Source: an optimization exercise on an open RTL-to-GDS flow (aim: small area and a short achievable clock period). Production flows keep margins and buffers that such runs may drop.
Function was checked by simulation only, so behaviour that the tests miss may differ from the original.
Power is estimated from default activity; no workload was simulated.

run Y:
Design alu_top, start of the top module:
module alu_top (
    input  logic                       clk,
    input  logic                       reset,
    input  logic                       enable,
    input  logic [2+4-1:0] op,
    input  logic [32-1:0]      opA,
    input  logic [32-1:0]      opB,
    input  logic                       cIn,
    output logic [32-1:0]      result,
    output logic [6-1:0] flags,
    output logic                       outValid
);
==> flow/config.mk <==
export PLATFORM = sky130hd
export DESIGN_NAME = alu_top
export DESIGN_NICKNAME = alu_top
export VERILOG_FILES = /design/flow/design.v
export SDC_FILE = /design/flow/constraint.sdc
export NUM_CORES = 4
export LEC_CHECK = 0
export ABC_AREA = 1
export CAP_MARGIN = 20
export CORE_MARGIN = 2
export CORE_UTILIZATION = 40
export SETUP_SLACK_MARGIN = 4
export SLEW_MARGIN = 20
==> flow/constraint.sdc <==
create_clock -name core_clock -period 10.5 [get_ports {clk}]
set_input_delay 2.1000 -clock core_clock [delete_from_list [all_inputs] [get_ports {clk}]]
set_output_delay 2.1000 -clock core_clock [all_outputs]
set_load 0.01 [all_outputs]
standard.sh (not shown) runs the stock make flow with config.mk's settings and CLKGATE_MAP_FILE= SYNTH_SCRIPT=/design/flow/synth_recipe.tcl, a recipe that flattens the netlist after the stock synthesis.
==> flow/flow/run.sh <==
#!/bin/bash
# The standard layout, with plain buffers (instead of the slow delay-cell
# default) as the input and output port buffers.
set -euo pipefail
export BUFFER_PORTS_ARGS="-buffer_cell sky130_fd_sc_hd__buf_2"
bash standard.sh finish > standard_flow.log 2>&1
Looking at the reports, run Y completed the entire flow and the layout it produced met the timing, design-rule and antenna checks.
Here is what was changed in the inputs of run D compared with run Y.
--- a/flow/design.v
+++ b/flow/design.v
@@ -160,21 +160,21 @@
     logic [32:0] carry;
     assign carry = {G | (P & {32{addC}}), addC};
     assign sum   = p ^ carry[31:0];
     assign cout  = carry[32];
     logic addCarry, addOvf;
     assign addCarry = (fn[3:2] == 2'b00) & (cout ^ fn[0]);
     assign addOvf   = ((fn[3:2] == 2'b00) | (fn == 4'd5))
                     & (x[31] == y[31]) & (sum[31] != x[31]);
-    logic ltFlip, pickFlip, lt, pickA;
-    assign ltFlip   = ~fn[0] & (opA[31] ^ opB[31]);
-    assign pickFlip = ltFlip ^ fn[1];
-    assign lt       = ~(cout ^ ltFlip);
-    assign pickA    = ~(cout ^ pickFlip);
+    logic ltu, lts, lt, pickA;
+    assign ltu    = ~cout;
+    assign lts    = ltu ^ opA[31] ^ opB[31];
+    assign lt     = fn[0] ? ltu : lts;
+    assign pickA  = lt ^ fn[1];
     logic [31:0] logicRes;
     assign logicRes = ({32{selP}} & p) | ({32{selG}} & g);
     logic        left, revIn, isRot, fill;
     logic [4:0]  r;
     logic [31:0] rev, xin, rot, shiftRes, bswap;
     assign left  = (fn == 4'd0) | (fn == 4'd3);
     assign revIn = left | (fn == 4'd5) | (fn == 4'd8);
     assign isRot = (fn == 4'd3) | (fn == 4'd4);
@@ -281,23 +281,22 @@
         case (fn)
             4'd5, 4'd6: bitsRes = {26'd0, tz};
             4'd7:       bitsRes = {26'd0, pc};
             4'd9:       bitsRes = bswap;
             default:    bitsRes = shiftRes;
         endcase
     end
     logic [31:0] early, value;
-    logic        known, selArith, selSum, selSlt, selMM, selMinA, selMinB, selBits, load;
+    logic        known, selArith, selSum, selSlt, selMinA, selMinB, selBits, load;
     assign selArith = isArith & ~reset;
     assign selSum   = selArith & ((fn[3:2] == 2'b00) | (fn[3:1] == 3'b010));
     assign selSlt   = selArith & (fn[3:1] == 3'b011);
-    assign selMM    = selArith & fn[3];
-    assign selMinA  = pickA ? selMM : 1'b0;
-    assign selMinB  = pickA ? 1'b0 : selMM;
+    assign selMinA  = selArith & fn[3] & pickA;
+    assign selMinB  = selArith & fn[3] & ~pickA;
     assign selBits  = isBits & ~reset;
     assign known    = (isArith | isLogic | isBits) & ~reset;
     assign early    = ({32{selSum}} & sum)
                     | ({32{~reset}} & logicRes)
                     | ({32{selBits}}  & bitsRes);
     assign value    = early | ({32{selMinA}} & opA) | ({32{selMinB}} & opB)
                     | {31'd0, selSlt & lt};
     assign load     = enable | reset;
==> run notes <==
- The sequential share of power in run D sits 0.4 points above the value recorded for run Y.
- More vias were needed by run Y than by run D.
- Taking run Y as the reference, in run D post-route non-filler standard cell count has decreased; share of the clock period used by the worst path after layout decreased by 1.2 points relative to the old numbers.
- Worst setup slack before clock tree synthesis in run D is 0.027 ns below run Y.
- Summary: with run Y as the reference, power density over cell area in run D moved down by a few percent.
- Re area overhead of the layout relative to synthesis: run D is 3.2 points down on run Y.
- Comparing run Y and run D, the higher number of vias per cell was measured on run Y.
- [compare] base=run Y new=run D: critical path data required time closely matched the old numbers; total met2 wirelength after detailed routing decreased by 460 um relative to the old numbers.
- Run D leaves more setup margin than run Y.

== the baseline ==
The RTL this note starts from:
==> flow/design.v <==
package aluOpPkg;
    typedef enum logic [2-1:0] {
        UNIT_NONE  = 2'b00,
        UNIT_ARITH = 2'b01,
        UNIT_LOGIC = 2'b10,  
        UNIT_BITS  = 2'b11   
    } aluUnit_e;
    typedef enum logic [2+4-1:0] {
        ALU_NOP    = 6'h00,
        ALU_ADD    = 6'h10,
        ALU_SUB    = 6'h11,
        ALU_INCA   = 6'h12,
        ALU_DECA   = 6'h13,
        ALU_NEG    = 6'h14,
        ALU_ABS    = 6'h15,
        ALU_SLT    = 6'h16,
        ALU_SLTU   = 6'h17,
        ALU_MIN    = 6'h18,
        ALU_MINU   = 6'h19,
        ALU_MAX    = 6'h1a,
        ALU_MAXU   = 6'h1b,  
        ALU_AND    = 6'h20,
        ALU_OR     = 6'h21,
        ALU_XOR    = 6'h22,
        ALU_NAND   = 6'h23,
        ALU_NOR    = 6'h24,
        ALU_XNOR   = 6'h25,
        ALU_ANDN   = 6'h26,
        ALU_ORN    = 6'h27,
        ALU_XORN   = 6'h28,
        ALU_NOT    = 6'h29,
        ALU_SLL    = 6'h30,
        ALU_SRL    = 6'h31,
        ALU_SRA    = 6'h32,
        ALU_ROL    = 6'h33,
        ALU_ROR    = 6'h34,
        ALU_CLZ    = 6'h35,
        ALU_CTZ    = 6'h36,
        ALU_PCNT   = 6'h37,
        ALU_BITREV = 6'h38,
        ALU_BSWAP  = 6'h39
    } aluOp_e;
    typedef struct packed {
        aluUnit_e                   unit;
        logic [4-1:0] func;
    } aluOpFields_s;
    typedef union packed {
        aluOp_e       op;
        aluOpFields_s fields;
    } aluOpWord_u;
    localparam int arithFuncCount = 12;
    localparam int logicFuncCount = 10;
    localparam int bitsFuncCount  = 10;
    function automatic logic [2-1:0] unitOf(
            input logic [2+4-1:0] word);
        logic [2-1:0] unit;
        logic [4-1:0] func;
        logic                       known;
        unit = word[4 +: 2];
        func = word[4-1:0];
        case (unit)
            UNIT_ARITH: known = func < arithFuncCount;
            UNIT_LOGIC: known = func < logicFuncCount;
            UNIT_BITS:  known = func < bitsFuncCount;
            default:    known = 1'b0;
        endcase
        unitOf = known ? unit : UNIT_NONE;
    endfunction
endpackage
package aluResultPkg;
    typedef struct packed {
        logic carryOut;    
        logic overflow;
        logic evenParity;  
        logic oddParity;
        logic sign;
        logic zero;
    } aluFlags_s;
    typedef struct packed {
        logic [32-1:0] opA;
        logic [32-1:0] opB;
        logic                  cIn;
        logic [2+4-1:0] op;  
    } aluRequest_s;
    typedef struct packed {
        logic [32-1:0] value;
        logic                  carryOut;
        logic                  overflow;
    } unitResult_s;
    typedef struct packed {
        logic [32-1:0] result;
        aluFlags_s             flags;
        logic                  outValid;
    } aluResponse_s;
endpackage
module alu_top (
    input  logic                       clk,
    input  logic                       reset,
    input  logic                       enable,
    input  logic [2+4-1:0] op,
    input  logic [32-1:0]      opA,
    input  logic [32-1:0]      opB,
    input  logic                       cIn,
    output logic [32-1:0]      result,
    output logic [6-1:0] flags,
    output logic                       outValid
);
    logic [1:0] unit;
    logic [3:0] fn;
    assign unit = op[5:4];
    assign fn   = op[3:0];
    logic isArith, isLogic, isBits;
    assign isArith = (unit == 2'b01) && (fn < 4'd12);
    assign isLogic = (unit == 2'b10) && (fn < 4'd10);
    assign isBits  = (unit == 2'b11) && (fn < 4'd10);
    logic        useB, invY, invX, addC, selP, selG;
    logic [31:0] x, y, p, g, sum;
    logic        cout;
    assign useB = unit[1] ? ~(fn[3] & fn[0]) : (fn[3] | ~(fn[2] ^ fn[1]));
    assign invY = unit[1] ? (fn[3] | fn[2] | (fn[1] & fn[0]))
                          : (fn[3] | (fn[2] & fn[1]) | (~fn[2] & fn[0]));
    assign invX = unit[1] ? (~fn[3] & (fn[2] ? (~fn[1] & ~fn[0]) : (fn[1] & fn[0])))
                          : (~fn[3] & fn[2] & ~fn[1]);
    assign addC = fn[3] | fn[2] | (fn[1] ? ~fn[0] : (cIn ^ fn[0]));
    assign selP = isLogic & (fn != 4'd0) & (fn != 4'd4) & (fn != 4'd6);
    assign selG = isLogic & ((fn == 4'd0) | (fn == 4'd1) | (fn == 4'd3) | (fn == 4'd4)
                           | (fn == 4'd6) | (fn == 4'd7));
    assign x = opA ^ {32{invX}};
    assign y = (opB & {32{useB}}) ^ {32{invY}};
    assign p = x ^ y;
    assign g = x & y;
    logic [31:0] G, P;
    always_comb begin
        G = g;
        P = p;
        G[0] = g[0] | (p[0] & addC);
        for (int l = 0; l < 5; l++) begin
            for (int i = 0; i < 32; i++) begin
                if ((i % (2 << l)) == (2 << l) - 1) begin
                    G[i] = G[i] | (P[i] & G[i - (1 << l)]);
                    P[i] = P[i] & P[i - (1 << l)];
                end
            end
        end
        for (int l = 3; l >= 0; l--) begin
            for (int i = 0; i < 32; i++) begin
                if ((i % (2 << l)) == (1 << l) - 1 && i >= (2 << l)) begin
                    G[i] = G[i] | (P[i] & G[i - (1 << l)]);
                    P[i] = P[i] & P[i - (1 << l)];
                end
            end
        end
    end
    assign sum  = p ^ {G[30:0], addC};
    assign cout = G[31];
    logic addCarry, addOvf;
    assign addCarry = (fn[3:2] == 2'b00) & (cout ^ fn[0]);
    assign addOvf   = ((fn[3:2] == 2'b00) | (fn == 4'd5))
                    & (x[31] == y[31]) & (sum[31] != x[31]);
    logic ltFlip, pickFlip, lt, pickA;
    assign ltFlip   = ~fn[0] & (opA[31] ^ opB[31]);
    assign pickFlip = ltFlip ^ fn[1];
    assign lt       = ~(cout ^ ltFlip);
    assign pickA    = ~(cout ^ pickFlip);
    logic [31:0] logicRes;
    assign logicRes = ({32{selP}} & p) | ({32{selG}} & g);
    logic        left, revIn, isRot, fill;
    logic [4:0]  r;
    logic [31:0] rev, xin, rot, shiftRes, bswap;
    assign left  = (fn == 4'd0) | (fn == 4'd3);
    assign revIn = left | (fn == 4'd5) | (fn == 4'd8);
    assign isRot = (fn == 4'd3) | (fn == 4'd4);
    assign fill  = (fn == 4'd2) & opA[31];
    assign r     = (fn == 4'd8) ? 5'd0 : opB[4:0];
    always_comb begin
        for (int i = 0; i < 32; i++) rev[i] = opA[31-i];
        for (int i = 0; i < 4; i++) bswap[8*i +: 8] = opA[24-8*i +: 8];
    end
    assign xin = revIn ? rev : opA;
    logic [3:0] selLo, selMid;
    assign selLo  = 4'b0001 << r[1:0];
    assign selMid = 4'b0001 << r[3:2];
    always_comb begin
        logic [31:0] t1, t2;
        for (int i = 0; i < 32; i++) begin
            t1[i] = 1'b0;
            for (int d = 0; d < 4; d++)
                t1[i] = t1[i] | (selLo[d] & ((i + d < 32) ? xin[i + d]
                                             : (isRot ? xin[i + d - 32] : fill)));
        end
        for (int i = 0; i < 32; i++) begin
            t2[i] = 1'b0;
            for (int d = 0; d < 4; d++)
                t2[i] = t2[i] | (selMid[d] & ((i + 4*d < 32) ? t1[i + 4*d]
                                              : (isRot ? t1[i + 4*d - 32] : fill)));
        end
        for (int i = 0; i < 32; i++)
            rot[i] = r[4] ? ((i + 16 < 32) ? t2[i + 16] : (isRot ? t2[i - 16] : fill)) : t2[i];
        for (int i = 0; i < 32; i++) shiftRes[i] = left ? rot[31-i] : rot[i];
    end
    logic [5:0] tz;
    always_comb begin
        logic [31:0] v1;
        logic [15:0] v2;
        logic [7:0]  v4;
        logic [3:0]  v8;
        logic [1:0]  v16;
        logic [0:0]  c2  [16];
        logic [1:0]  c4  [8];
        logic [2:0]  c8  [4];
        logic [3:0]  c16 [2];
        logic [4:0]  c32;
        v1 = xin;
        for (int i = 0; i < 16; i++) begin
            v2[i] = v1[2*i] | v1[2*i+1];
            c2[i] = ~v1[2*i];
        end
        for (int i = 0; i < 8; i++) begin
            v4[i] = v2[2*i] | v2[2*i+1];
            c4[i] = v2[2*i] ? {1'b0, c2[2*i]} : {1'b1, c2[2*i+1]};
        end
        for (int i = 0; i < 4; i++) begin
            v8[i] = v4[2*i] | v4[2*i+1];
            c8[i] = v4[2*i] ? {1'b0, c4[2*i]} : {1'b1, c4[2*i+1]};
        end
        for (int i = 0; i < 2; i++) begin
            v16[i] = v8[2*i] | v8[2*i+1];
            c16[i] = v8[2*i] ? {1'b0, c8[2*i]} : {1'b1, c8[2*i+1]};
        end
        c32 = v16[0] ? {1'b0, c16[0]} : {1'b1, c16[1]};
        tz  = (v16[0] | v16[1]) ? {1'b0, c32} : 6'd32;
    end
    logic [5:0] pc;
    always_comb begin
        logic [1:0] p2 [16];
        logic [2:0] p3 [8];
        logic [3:0] p4 [4];
        logic [4:0] p5 [2];
        for (int i = 0; i < 16; i++) p2[i] = {1'b0, opA[2*i]} + {1'b0, opA[2*i+1]};
        for (int i = 0; i < 8; i++)  p3[i] = {1'b0, p2[2*i]} + {1'b0, p2[2*i+1]};
        for (int i = 0; i < 4; i++)  p4[i] = {1'b0, p3[2*i]} + {1'b0, p3[2*i+1]};
        for (int i = 0; i < 2; i++)  p5[i] = {1'b0, p4[2*i]} + {1'b0, p4[2*i+1]};
        pc = {1'b0, p5[0]} + {1'b0, p5[1]};
    end
    logic [31:0] bitsRes;
    always_comb begin
        case (fn)
            4'd5, 4'd6: bitsRes = {26'd0, tz};
            4'd7:       bitsRes = {26'd0, pc};
            4'd9:       bitsRes = bswap;
            default:    bitsRes = shiftRes;
        endcase
    end
    logic [31:0] early, value;
    logic        known, selArith, selSum, selSlt, selMM, selAbsA, selMinA, selMinB, selBits, load;
    assign selArith = isArith & ~reset;
    assign selSum   = selArith & ((fn[3:2] == 2'b00) | (fn == 4'd4) | ((fn == 4'd5) & opA[31]));
    assign selAbsA  = selArith & (fn == 4'd5) & ~opA[31];
    assign selSlt   = selArith & (fn[3:1] == 3'b011);
    assign selMM    = selArith & fn[3];
    assign selMinA  = (pickA ? selMM : 1'b0) | selAbsA;
    assign selMinB  = pickA ? 1'b0 : selMM;
    assign selBits  = isBits & ~reset;
    assign known    = (isArith | isLogic | isBits) & ~reset;
    assign early    = ({32{selSum}} & sum)
                    | ({32{~reset}} & logicRes)
                    | ({32{selBits}}  & bitsRes);
    assign value    = early | ({32{selMinA}} & opA) | ({32{selMinB}} & opB)
                    | {31'd0, selSlt & lt};
    assign load     = enable | reset;
    logic carryQ, ovfQ, knownQ;
    always_ff @(posedge clk) begin
        outValid <= enable & ~reset;
        if (load) begin
            result <= value;
            carryQ <= selArith & addCarry;
            ovfQ   <= selArith & addOvf;
            knownQ <= known;
        end
    end
    logic oddQ;
    assign oddQ  = ^result;
    assign flags = {carryQ, ovfQ, knownQ & ~oddQ, oddQ, result[31], knownQ & ~|result};
endmodule
export LEC_CHECK = 0
export ABC_AREA = 1
export CAP_MARGIN = 20
export CORE_MARGIN = 2
export CORE_UTILIZATION = 40
export SETUP_SLACK_MARGIN = 4.5
export SLEW_MARGIN = 20
create_clock -name core_clock -period 10.5 [get_ports {clk}]
==> flow/flow/run.sh <==
#!/bin/bash
# The standard layout, with two changes: no full/half adder cells
# (ADDER_MAP_FILE left empty, so ABC maps the adder logic itself), and plain
# buffers (instead of the slow delay-cell default) buffer the ports.
set -euo pipefail
export BUFFER_PORTS_ARGS="-buffer_cell sky130_fd_sc_hd__buf_2"
bash standard.sh ADDER_MAP_FILE= finish > standard_flow.log 2>&1
Relative to the baseline, the following input files were edited for the candidate:
--- a/flow/design.v
+++ b/flow/design.v
@@ -176,27 +176,21 @@
         for (int i = 0; i < 32; i++) rev[i] = opA[31-i];
         for (int i = 0; i < 4; i++) bswap[8*i +: 8] = opA[24-8*i +: 8];
     end
     assign xin = revIn ? rev : opA;
-    logic [3:0] selLo, selMid;
-    assign selLo  = 4'b0001 << r[1:0];
-    assign selMid = 4'b0001 << r[3:2];
-    always_comb begin
-        logic [31:0] t1, t2;
-        for (int i = 0; i < 32; i++) begin
-            t1[i] = 1'b0;
-            for (int d = 0; d < 4; d++)
-                t1[i] = t1[i] | (selLo[d] & ((i + d < 32) ? xin[i + d]
-                                             : (isRot ? xin[i + d - 32] : fill)));
-        end
-        for (int i = 0; i < 32; i++) begin
-            t2[i] = 1'b0;
-            for (int d = 0; d < 4; d++)
-                t2[i] = t2[i] | (selMid[d] & ((i + 4*d < 32) ? t1[i + 4*d]
-                                              : (isRot ? t1[i + 4*d - 32] : fill)));
-        end
-        for (int i = 0; i < 32; i++)
-            rot[i] = r[4] ? ((i + 16 < 32) ? t2[i + 16] : (isRot ? t2[i - 16] : fill)) : t2[i];
+    always_comb begin
+        logic [31:0] t, n;
+        t = xin;
+        for (int k = 0; k < 5; k++) begin
+            for (int i = 0; i < 32; i++) begin
+                if (i + (1 << k) < 32)
+                    n[i] = r[k] ? t[i + (1 << k)] : t[i];
+                else
+                    n[i] = r[k] ? (isRot ? t[i + (1 << k) - 32] : fill) : t[i];
+            end
+            t = n;
+        end
+        rot = t;
         for (int i = 0; i < 32; i++) shiftRes[i] = left ? rot[31-i] : rot[i];
     end
     logic [5:0] tz;
     always_comb begin
Findings:
Status | the candidate and the baseline | clean. Reported for the candidate and the baseline, sequential cell count turned out identical to the last digit. For the critical path buffer and inverter count, the candidate came in 2 higher than the baseline did. Cell count: the candidate lower than the baseline. The baseline has a higher core area than the candidate. On number of synthesized flops with an enable pin, the candidate and the baseline are neck and neck. The candidate vs the baseline on number of antenna cells inserted: the candidate is the lower one. The baseline -> the candidate: post-route standard cell area excluding fillers decreased by a few percent. [diff] routed wire length, the candidate relative to the baseline: improvement.

separate check: timing with driven ports:
The results above use ideal ports. As a check the final layouts listed here were re-extracted and re-timed, cells and wires unchanged.
Step 1, drivers: a clkbuf_16 drives clk and a buf_2 each remaining input, both assumed.
Step 2 also shifts input and output timing later by t, the mid clock arrival at the registers, as if the neighbouring blocks saw the same clock.
Slacks: ideal / step 1 / step 2; pairs: ideal / step 1.
| run | t (ns) | setup slack, ns | hold WS [ns] | worst data-port slew with drivers (ns) |
|---|---|---|---|---|
| run Y | 0.330 | 4.017 / 4.032 / 3.702 | 2.039 / 2.020 / 2.350 | 0.04 |
| run D | 0.334 | 4.141 / 4.166 / 3.833 | 2.022 / 1.998 / 2.331 | 0.05 |
| the baseline | 0.324 | 4.646 / 4.661 / 4.337 | 2.036 / 2.023 / 2.347 | 0.04 |
| the candidate | 0.333 | 4.754 / 4.773 / 4.440 | 2.036 / 2.017 / 2.350 | 0.05 |
After both steps every run listed still meets setup and hold. For run Y, which loses most, drivers alone change the setup slack by +0.015 ns; drivers and shift together by -0.315 ns.
